Background: an optimization exercise with open tools, aiming at small area, a short achievable clock period and few clock cycles per item. Do not read the settings as production practice.
In this exercise RTL edits were held to simulation tests only and were not proved equivalent to the original.

==> xenon <==
## modem_top
module modem_top(
	input wire clk,
	input wire rst,
	input wire iocs,
	input wire [2:0] ioaddr,
	input wire [15:0] din,
	input wire iowr,
	input wire iord,
	input wire [15:0] rdix,  
	input wire [15:0] rdiy,  
	input wire riv,
	input wire toe,  
	output logic [15:0] dout,
	output logic [15:0] tdox,
	output logic [15:0] tdoy,
	output logic tov,
	output logic xmtout,
	output logic pttout
);
==> module sample_fifo, before the edit <==
module sample_fifo(
	input wire clk,
	input wire rst,
	input wire flush,  
	input wire we,  
	input wire wr,  
	input wire [31:0] wdata,  
	input wire rd,
	output logic [31:0] rdata,  
	output logic empty,
	output logic full
);
	logic [31:0] mem [16];
	logic [3:0] wp;
	logic [3:0] rp;
	logic [3:0] rpn;  
	logic [4:0] count;
	logic do_wr;
	logic do_rd;
	assign empty = (count == 5'd0);
	assign full = count[4];
	assign do_wr = wr & ~full;  
	assign do_rd = rd & ~empty;
	logic [31:0] mx;
	logic [31:0] my;
	assign mx = mem[rp];
	assign my = mem[~rpn];
	assign rdata = {mx[31:16], my[15:0]};
	always_ff @(posedge clk)
	begin
		if (rst || flush)
		begin
			wp <= '0;
			rp <= '0;
			rpn <= '1;
			count <= '0;
		end
		else
		begin
			if (do_wr)
				wp <= wp + 1'b1;
			if (do_rd)
			begin
				rp <= rp + 1'b1;
				rpn <= ~(rp + 1'b1);
			end
			if (do_rd)
				count <= do_wr ? count : count - 1'b1;
			else
				count <= do_wr ? count + 1'b1 : count;
		end
	end
	always_ff @(posedge clk)
	begin
		if (we && !full)
			mem[wp] <= wdata;  
	end
endmodule
Settings: LEC_CHECK=0, CAP_MARGIN=20, CORE_MARGIN=2, CORE_UTILIZATION=62, CTS_CLUSTER_DIAMETER=110, CTS_CLUSTER_SIZE=24, PLACE_DENSITY=0.72, SETUP_SLACK_MARGIN=3.6, SLEW_MARGIN=20, TNS_END_PERCENT=10; clock period 7.0 ns.
run.sh (not shown) runs the stock make flow with config.mk's settings and CLKGATE_MAP_FILE= SYNTH_SCRIPT=/design/flow/synth_recipe.tcl, a recipe that flattens the netlist after the stock synthesis.
==> inputs of pepper, as changes to xenon <==
--- a/flow/design.v
+++ b/flow/design.v
@@ -417,45 +417,43 @@
 	input wire rd,
 	output logic [31:0] rdata,  
 	output logic empty,
 	output logic full
 );
 	logic [31:0] mem [16];
 	logic [3:0] wp;
-	logic [3:0] rp;
-	logic [3:0] rpn;  
+	logic [15:0] rs;  
 	logic [4:0] count;
 	logic do_wr;
 	logic do_rd;
 	assign empty = (count == 5'd0);
 	assign full = count[4];
 	assign do_wr = wr & ~full;  
 	assign do_rd = rd & ~empty;
-	logic [31:0] mx;
-	logic [31:0] my;
-	assign mx = mem[rp];
-	assign my = mem[~rpn];
-	assign rdata = {mx[31:16], my[15:0]};
+	always_comb
+	begin
+		rdata = '0;
+		for (int k = 0; k < 16; k++)
+			rdata = rdata | (mem[k] & {32{rs[k]}});
+	end
 	always_ff @(posedge clk)
 	begin
 		if (rst || flush)
 		begin
 			wp <= '0;
-			rp <= '0;
-			rpn <= '1;
+			rs <= 16'd1;
 			count <= '0;
 		end
 		else
 		begin
 			if (do_wr)
 				wp <= wp + 1'b1;
 			if (do_rd)
 			begin
-				rp <= rp + 1'b1;
-				rpn <= ~(rp + 1'b1);
+				rs <= {rs[14:0], rs[15]};
 			end
 			if (do_rd)
 				count <= do_wr ? count : count - 1'b1;
 			else
 				count <= do_wr ? count + 1'b1 : count;
 		end
 	end
SETUP_SLACK_MARGIN = 3.8   (was 3.6)
==> inputs of ember, as changes to xenon <==
--- a/flow/design.v
+++ b/flow/design.v
@@ -46,67 +46,57 @@
 	assign rd = iocs & iord;
 	assign wr_x = wr & (ioaddr == 3'd0);
 	assign wr_y = wr & (ioaddr == 3'd1);
 	assign wr_cfg = wr & (ioaddr == 3'd2);
 	assign wr_cmd = wr & (ioaddr == 3'd7);
 	assign fifo_flush = wr_cmd & din[1];
 	assign cpu_pop = rd & (ioaddr == 3'd1) & ~xmt;
-	assign tx_y_nxt = fm ? din_r + tx_y : din_r;
+	assign tx_y_nxt = din_r + (fm ? tx_y : 16'd0);
 	assign tx_new = yw_r & xmt;
 	always_ff @(posedge clk)
 	begin
 		if (rst)
 		begin
 			fm <= 1'b0;
 			dly <= '0;
+			xmt <= 1'b0;
 			ptt <= 1'b0;
 			tx_y <= '0;
 			yw_r <= 1'b0;
+			dout <= '0;
 		end
 		else
 		begin
 			if (wr_cfg)
 			begin
 				fm <= din[0];
 				dly <= din[7:4];
 			end
 			if (wr_cmd)
 			begin
+				xmt <= din[0];
 				ptt <= din[3];
 			end
 			yw_r <= wr_y;
 			if (yw_r)
 				tx_y <= tx_y_nxt;
-		end
-	end
-	logic xmt_n;
-	assign xmt = ~xmt_n;
-	always_ff @(posedge clk)
-	begin
-		if (rst)
-		begin
-			xmt_o <= 1'b0;
-			xmt_n <= 1'b1;
-		end
-		else if (wr_cmd)
-		begin
-			xmt_o <= din[0];
-			xmt_n <= ~din[0];
+			if (rd)
+			begin
+				case (ioaddr)
+				3'd0: dout <= fifo_head[31:16];
+				3'd1: dout <= fifo_head[15:0];
+				3'd2: dout <= {8'h00, dly, 3'b000, fm};
+				3'd3: dout <= {fifo_empty, fifo_full, 14'h0000};
+				default: dout <= '0;
+				endcase
+			end
 		end
 	end
 	always_ff @(posedge clk)
-	begin
-		case (ioaddr)
-		3'd0: dout <= fifo_head[31:16];
-		3'd1: dout <= fifo_head[15:0];
-		3'd2: dout <= {8'h00, dly, 3'b000, fm};
-		3'd3: dout <= {fifo_empty, fifo_full, 14'h0000};
-		default: dout <= '0;
-		endcase
-	end
+		xmt_o <= rst ? 1'b0 : (wr_cmd ? din[0] : xmt);
 	always_ff @(posedge clk)
 	begin
 		xw_r <= wr_x;
 		if (xw_r)
 			tx_x <= din_r;
 		if (wr_x || wr_y)
 			din_r <= din;
@@ -134,59 +124,54 @@
 	localparam logic [9*5-1:0] ZW = {5'd1, 5'd3, 5'd5, 5'd7, 5'd9, 5'd11, 5'd13, 5'd14, 5'd16};
 	logic [8:0][W-1:0] x;
 	logic [8:0][W-1:0] y;
 	logic [8:0][15:0] z;  
 	logic [8:0] dr;  
 	logic [8:0] h;  
 	logic [8:0] f;  
-	logic [8:0] fn;  
 	logic [15:0] zacc;  
 	logic v0;  
-	logic v0n;  
 	logic it0;  
 	logic [8:0] ua;  
 	logic [8:0] ua2;  
-	logic [8:0] hn;  
-	logic [8:0] ub;  
-	logic [8:0] ub2;  
 	assign accept = ~v0;
 	assign fin = h[8];
-	logic s0;  
-	logic ny0;  
+	logic s1;
 	logic [W-1:0] xa1;
 	logic [W-1:0] xb1;
 	logic [W-1:0] ya1;
 	logic [W-1:0] yb1;
 	logic xsub1;
 	logic ysub1;
 	logic [13:0] za1;
 	logic [13:0] zb1;
 	logic zsub1;
 	logic [W:0] xt1;
 	logic [W:0] yt1;
 	logic [14:0] zt1;
 	always_comb
 	begin
+		s1 = rotate ? (z[0][15] ^ z[0][14]) : x[0][15];
 		if (ua[1])
 		begin
 			xa1 = '0;
 			xb1 = x[0];
-			xsub1 = s0;
+			xsub1 = s1;
 		end
 		else
 		begin
 			xa1 = x[1];
 			xb1 = it0 ? y[1] : {y[1][W-1], y[1][W-1:1]};
 			xsub1 = dr[1];
 		end
 		if (ua2[1])
 		begin
 			ya1 = '0;
-			yb1 = y[0];
-			ysub1 = ny0;
+			yb1 = rotate ? x[0] : y[0];
+			ysub1 = rotate ? z[0][15] : s1;
 			za1 = z[0][13:0];
 			zb1 = ATAN[13:0];
 			zsub1 = ~z[0][14];
 		end
 		else
 		begin
 			ya1 = y[1];
@@ -215,18 +200,18 @@
 		wire d = ua[s] ? dr[s-1] : dr[s];
 		wire signed [W-1:0] xp = x[s-1];
 		wire signed [W-1:0] yp = y[s-1];
 		wire signed [W-1:0] xq = x[s];
 		wire signed [W-1:0] yq = y[s];
 		wire [W-1:0] xa = ua[s] ? x[s-1] : x[s];
 		wire [W-1:0] ya = ua2[s] ? y[s-1] : y[s];
-		wire [W-1:0] ys = ub[s] ? yq >>> (I+1) : yp >>> I;
-		wire [W-1:0] xs = ub2[s] ? xq >>> (I+1) : xp >>> I;
-		wire [WI-1:0] za = ub[s] ? {{(WI-WO){z[s][WO-1]}}, z[s][WO-1:0]} : z[s-1][WI-1:0];
-		wire [WI-1:0] a = ub[s] ? ATAN[16*(I+1) +: WI] : ATAN[16*I +: WI];
+		wire [W-1:0] ys = ua[s] ? yp >>> I : yq >>> (I+1);
+		wire [W-1:0] xs = ua2[s] ? xp >>> I : xq >>> (I+1);
+		wire [WI-1:0] za = ua[s] ? z[s-1][WI-1:0] : {{(WI-WO){z[s][WO-1]}}, z[s][WO-1:0]};
+		wire [WI-1:0] a = ua[s] ? ATAN[16*I +: WI] : ATAN[16*(I+1) +: WI];
 		wire [W:0] xt = {xa, 1'b1} + {ys ^ {W{d}}, d};
 		wire [W:0] yt = {ya, 1'b1} + {xs ^ {W{~d}}, ~d};
 		wire [WI:0] zt = {za, 1'b1} + {a ^ {WI{d}}, d};
 		always_ff @(posedge clk)
 		begin
 			x[s] <= xt[W:1];
 			y[s] <= yt[W:1];
@@ -255,82 +240,64 @@
 			if (h[s])
 			begin
 				za = za | ATAN[16*(2*s-1) +: 16];
 				zd = zd | dr[s];
 			end
 		end
 	end
-	logic [15:0] zar;
-	logic zdr;
 	logic [16:0] zat;
-	assign zat = {zacc, 1'b1} + {zar ^ {16{zdr}}, zdr};
+	assign zat = {zacc, 1'b1} + {za ^ {16{zd}}, zd};
 	always_comb
 	begin
 		ua[0] = 1'b0;
 		ua2[0] = 1'b0;
-		ub = '0;
-		ub2 = '0;
 		ua[1] = v0;
-		ua2[1] = ~v0n;
+		ua2[1] = v0;
 		for (int s = 2; s < 9; s++)
 		begin
 			ua[s] = f[s-1];
-			ua2[s] = ~fn[s-1];
-			ub[s] = h[s];
-			ub2[s] = ~hn[s];
+			ua2[s] = f[s-1];
 		end
 	end
 	always_ff @(posedge clk)
 	begin
 		if (rst)
 		begin
 			v0 <= 1'b0;
-			v0n <= 1'b1;
 			it0 <= 1'b0;
 			h <= '0;
-			hn <= '1;
 			f <= '0;
-			fn <= '1;
 		end
 		else
 		begin
 			v0 <= ~v0 & load;
-			v0n <= ~(~v0 & load);
 			it0 <= v0 & ~rotate;
 			h[1] <= v0 | it0;
-			hn[1] <= ~(v0 | it0);
 			f[1] <= h[1] & ~it0;
-			fn[1] <= ~(h[1] & ~it0);
 			for (int s = 2; s < 9; s++)
 			begin
 				h[s] <= f[s-1];
-				hn[s] <= ~f[s-1];
 				f[s] <= h[s];
-				fn[s] <= ~h[s];
 			end
 		end
 	end
 	always_ff @(posedge clk)
 	begin
 		x[0] <= {{2{xi[15]}}, xi};
 		y[0] <= {{2{yi[15]}}, yi};
 		z[0] <= zi;
 		dr[0] <= 1'b0;
-		s0 <= rotate ? (zi[15] ^ zi[14]) : xi[15];
-		ny0 <= rotate ? zi[15] : xi[15];
-		zar <= za;
-		zdr <= zd;
 		if (v0)
 			zacc <= {x[0][15], 15'd0};  
 		else
 			zacc <= zat[16:1];
 		if (h[8])
 		begin
 			xo <= g_unit[8].xt[W:3];
-			yo <= rotate ? g_unit[8].yt[W:3] : zat[16:1];  
+			yo <= rotate ? g_unit[8].yt[W:3] : zacc;  
 		end
 	end
 endmodule
 `default_nettype wire
 `timescale 1ns/10ps
 `default_nettype none
 module fm_discrim(
@@ -352,19 +319,17 @@
 	logic pr;  
 	logic pw;  
 	logic do_rd;
 	logic do_wr;
 	logic [15:0] p;
 	assign do_rd = pr & (ph == rs);
 	assign do_wr = pw & (ph == wp);
-	logic pv;  
-	assign p = pv ? ring[0] : 16'd0;
+	assign p = (fm && ({1'b0, dly} < hist)) ? ring[0] : 16'd0;
 	logic [15:0] frq;  
-	logic [15:0] mag_r;  
-	assign res = {mag_r, frq};
+	assign res = {mag, frq};
 	always_ff @(posedge clk)
 	begin
 		if (rst)
 		begin
 			ph <= '0;
 			wp <= '0;
 			hist <= '0;
@@ -392,17 +357,15 @@
 			end
 			if (do_rd && !hist[4])
 				hist <= hist + 1'b1;
 		end
 	end
 	always_ff @(posedge clk)
 	begin
-		pv <= fm && ({1'b0, dly} < hist);
 		frq <= phs - p;  
-		mag_r <= mag;
 		for (int i = 0; i < 15; i++)
 			ring[i] <= ring[i+1];
 		ring[15] <= do_wr ? phs : ring[0];
 	end
 endmodule
 `default_nettype wire
 `timescale 1ns/10ps
@@ -418,49 +381,40 @@
 	output logic [31:0] rdata,  
 	output logic empty,
 	output logic full
 );
 	logic [31:0] mem [16];
 	logic [3:0] wp;
 	logic [3:0] rp;
-	logic [3:0] rpn;  
 	logic [4:0] count;
 	logic do_wr;
 	logic do_rd;
 	assign empty = (count == 5'd0);
 	assign full = count[4];
 	assign do_wr = wr & ~full;  
 	assign do_rd = rd & ~empty;
-	logic [31:0] mx;
-	logic [31:0] my;
-	assign mx = mem[rp];
-	assign my = mem[~rpn];
-	assign rdata = {mx[31:16], my[15:0]};
+	assign rdata = mem[rp];
 	always_ff @(posedge clk)
 	begin
 		if (rst || flush)
 		begin
 			wp <= '0;
 			rp <= '0;
-			rpn <= '1;
 			count <= '0;
 		end
 		else
 		begin
 			if (do_wr)
 				wp <= wp + 1'b1;
 			if (do_rd)
-			begin
 				rp <= rp + 1'b1;
-				rpn <= ~(rp + 1'b1);
-			end
-			if (do_rd)
-				count <= do_wr ? count : count - 1'b1;
-			else
-				count <= do_wr ? count + 1'b1 : count;
+			if (do_wr && !do_rd)
+				count <= count + 1'b1;
+			else if (do_rd && !do_wr)
+				count <= count - 1'b1;
 		end
 	end
 	always_ff @(posedge clk)
 	begin
 		if (we && !full)
 			mem[wp] <= wdata;  
 	end
@@ -518,18 +472,18 @@
 	logic rx_done;
 	assign rx_done = c_rdy & ~xmt;  
 	logic [31:0] rx_res;
 	logic rx_ov;
 	assign tx_load = xmt & toe & c_accept & (~fifo_empty | (tx_new & ~tx_pend));
 	assign c_load = xmt ? tx_load : riv;
 	assign c_xi = xmt ? (fifo_empty ? tx_x : fifo_head[31:16]) : rdix;
-	assign c_yi = xmt ? c_xi : rdiy;  
+	assign c_yi = xmt ? 16'd0 : rdiy;
 	assign c_zi = (xmt & fifo_empty) ? tx_y_nxt : (xmt ? fifo_head[15:0] : 16'd0);
-	assign f_rd = (tx_load & ~fifo_empty) | cpu_pop;
-	assign f_wr = tx_pend | rx_ov;
+	assign f_rd = xmt ? (tx_load & ~fifo_empty) : cpu_pop;
+	assign f_wr = xmt ? tx_pend : rx_ov;
 	assign f_we = f_wr;
 	assign f_data = xmt ? {tx_x, tx_y} : rx_res;
 	always_ff @(posedge clk)
 	begin
 		if (rst)
 			tx_pend <= 1'b0;
 		else
CORE_UTILIZATION = 40   (was 62)
CTS_CLUSTER_DIAMETER = not set   (was 110)
CTS_CLUSTER_SIZE = not set   (was 24)
PLACE_DENSITY = not set   (was 0.72)
==> inputs of onyx, as changes to xenon <==
--- a/flow/design.v
+++ b/flow/design.v
@@ -46,15 +46,15 @@
 	assign rd = iocs & iord;
 	assign wr_x = wr & (ioaddr == 3'd0);
 	assign wr_y = wr & (ioaddr == 3'd1);
 	assign wr_cfg = wr & (ioaddr == 3'd2);
 	assign wr_cmd = wr & (ioaddr == 3'd7);
 	assign fifo_flush = wr_cmd & din[1];
 	assign cpu_pop = rd & (ioaddr == 3'd1) & ~xmt;
-	assign tx_y_nxt = fm ? din_r + tx_y : din_r;
+	assign tx_y_nxt = din_r + (fm ? tx_y : 16'd0);
 	assign tx_new = yw_r & xmt;
 	always_ff @(posedge clk)
 	begin
 		if (rst)
 		begin
 			fm <= 1'b0;
 			dly <= '0;
@@ -255,18 +255,16 @@
 			if (h[s])
 			begin
 				za = za | ATAN[16*(2*s-1) +: 16];
 				zd = zd | dr[s];
 			end
 		end
 	end
-	logic [15:0] zar;
-	logic zdr;
 	logic [16:0] zat;
-	assign zat = {zacc, 1'b1} + {zar ^ {16{zdr}}, zdr};
+	assign zat = {zacc, 1'b1} + {za ^ {16{zd}}, zd};
 	always_comb
 	begin
 		ua[0] = 1'b0;
 		ua2[0] = 1'b0;
 		ub = '0;
 		ub2 = '0;
 		ua[1] = v0;
@@ -313,24 +311,22 @@
 	begin
 		x[0] <= {{2{xi[15]}}, xi};
 		y[0] <= {{2{yi[15]}}, yi};
 		z[0] <= zi;
 		dr[0] <= 1'b0;
 		s0 <= rotate ? (zi[15] ^ zi[14]) : xi[15];
 		ny0 <= rotate ? zi[15] : xi[15];
-		zar <= za;
-		zdr <= zd;
 		if (v0)
 			zacc <= {x[0][15], 15'd0};  
 		else
 			zacc <= zat[16:1];
 		if (h[8])
 		begin
 			xo <= g_unit[8].xt[W:3];
-			yo <= rotate ? g_unit[8].yt[W:3] : zat[16:1];  
+			yo <= rotate ? g_unit[8].yt[W:3] : zacc;  
 		end
 	end
 endmodule
 `default_nettype wire
 `timescale 1ns/10ps
 `default_nettype none
 module fm_discrim(
SETUP_SLACK_MARGIN = 3.5   (was 3.6)
==> notes.md <==
Crit path to: pepper tdoy[11]; onyx u_cordic.x[143]; ember tdox[2]; xenon u_fifo.count[4]
Seq Cell Count: pepper 1,425; onyx 1,406; ember 1,368; xenon 1,421
Deepest level of the CTS H-tree: pepper 3; onyx 3; ember 4; xenon 3
Growth of design area from synthesis to finish: pepper 10.9%; onyx 9.64%; ember 19.1%; xenon 9.34%
Outcome: pepper timing/DRC/antenna clean; onyx timing/DRC/antenna clean; ember timing/DRC/antenna clean; xenon timing/DRC/antenna clean
Arr. time, crit path: pepper 2.03 ns; onyx 4.15 ns; ember 2.15 ns; xenon 4.02 ns
Number of well-tap cells placed: pepper 1,391; onyx 1,403; ember 2,175; xenon 1,403
Min-Delay Endpoint: pepper u_discrim.ring[0][13]; onyx u_discrim.ring[14][5]; ember u_discrim.ring[12][7]; xenon u_discrim.ring[5][6]
Starting DRC count in detailed routing: pepper 4,860; onyx 3,968; ember 3,366; xenon 3,567
Place WS: pepper 2.35 ns; onyx 2.22 ns; ember 1.79 ns; xenon 2.49 ns
Fillers: pepper 7,714; onyx 7,741; ember 14,400; xenon 7,778
Wire length on met3: pepper 19,000 um; onyx 14,000 um; ember 10,400 um; xenon 11,200 um
Total track usage: pepper 33.3%; onyx 30.7%; ember 21.3%; xenon 29.7%
Proportion of cell area occupied by registers: pepper 46.9%; onyx 46.6%; ember 42.8%; xenon 46.8%
Testbench counts of xenon, summed over its fixed seeds: cycles 1,160, items 512.
Testbench counts of pepper, summed over its fixed seeds: cycles 1,160, items 512.
Testbench counts of ember, summed over its fixed seeds: cycles 1,160, items 512.
Testbench counts of onyx, summed over its fixed seeds: cycles 1,160, items 512.

## afterwards: timing with drivers on the ports
No port has a modelled driver above. Below, the same layouts with a new extraction and two added sets of constraints.
Step 1 (the two cells are an assumption about what drives the block):
set clk [get_ports {clk}]
set_driving_cell -lib_cell sky130_fd_sc_hd__clkbuf_16 $clk
set_driving_cell -lib_cell sky130_fd_sc_hd__buf_2 [delete_from_list [all_inputs] $clk]
Step 2 also shifts input and output timing later by t, the mid clock arrival at the registers, as if the neighbouring blocks saw the same clock.
Slacks: ideal ports / drivers / drivers and shift; pairs: ideal ports / drivers.
| run | shift t [ns] | setup slack, ns | clock arrival spread, ns |
|---|---|---|---|
| xenon | 0.745 | 3.528 / 3.492 / 2.824 | 0.040 / 0.040 |
| pepper | 0.759 | 3.573 / 3.500 / 3.116 | 0.050 / 0.050 |
| ember | 0.849 | 3.449 / 3.369 / 2.797 | 0.050 / 0.050 |
| onyx | 0.748 | 3.427 / 3.427 / 2.804 | 0.044 / 0.045 |
After both steps every run listed still meets setup and hold. For xenon, which loses most, drivers alone change the setup slack by -0.036 ns; drivers and shift together by -0.704 ns.
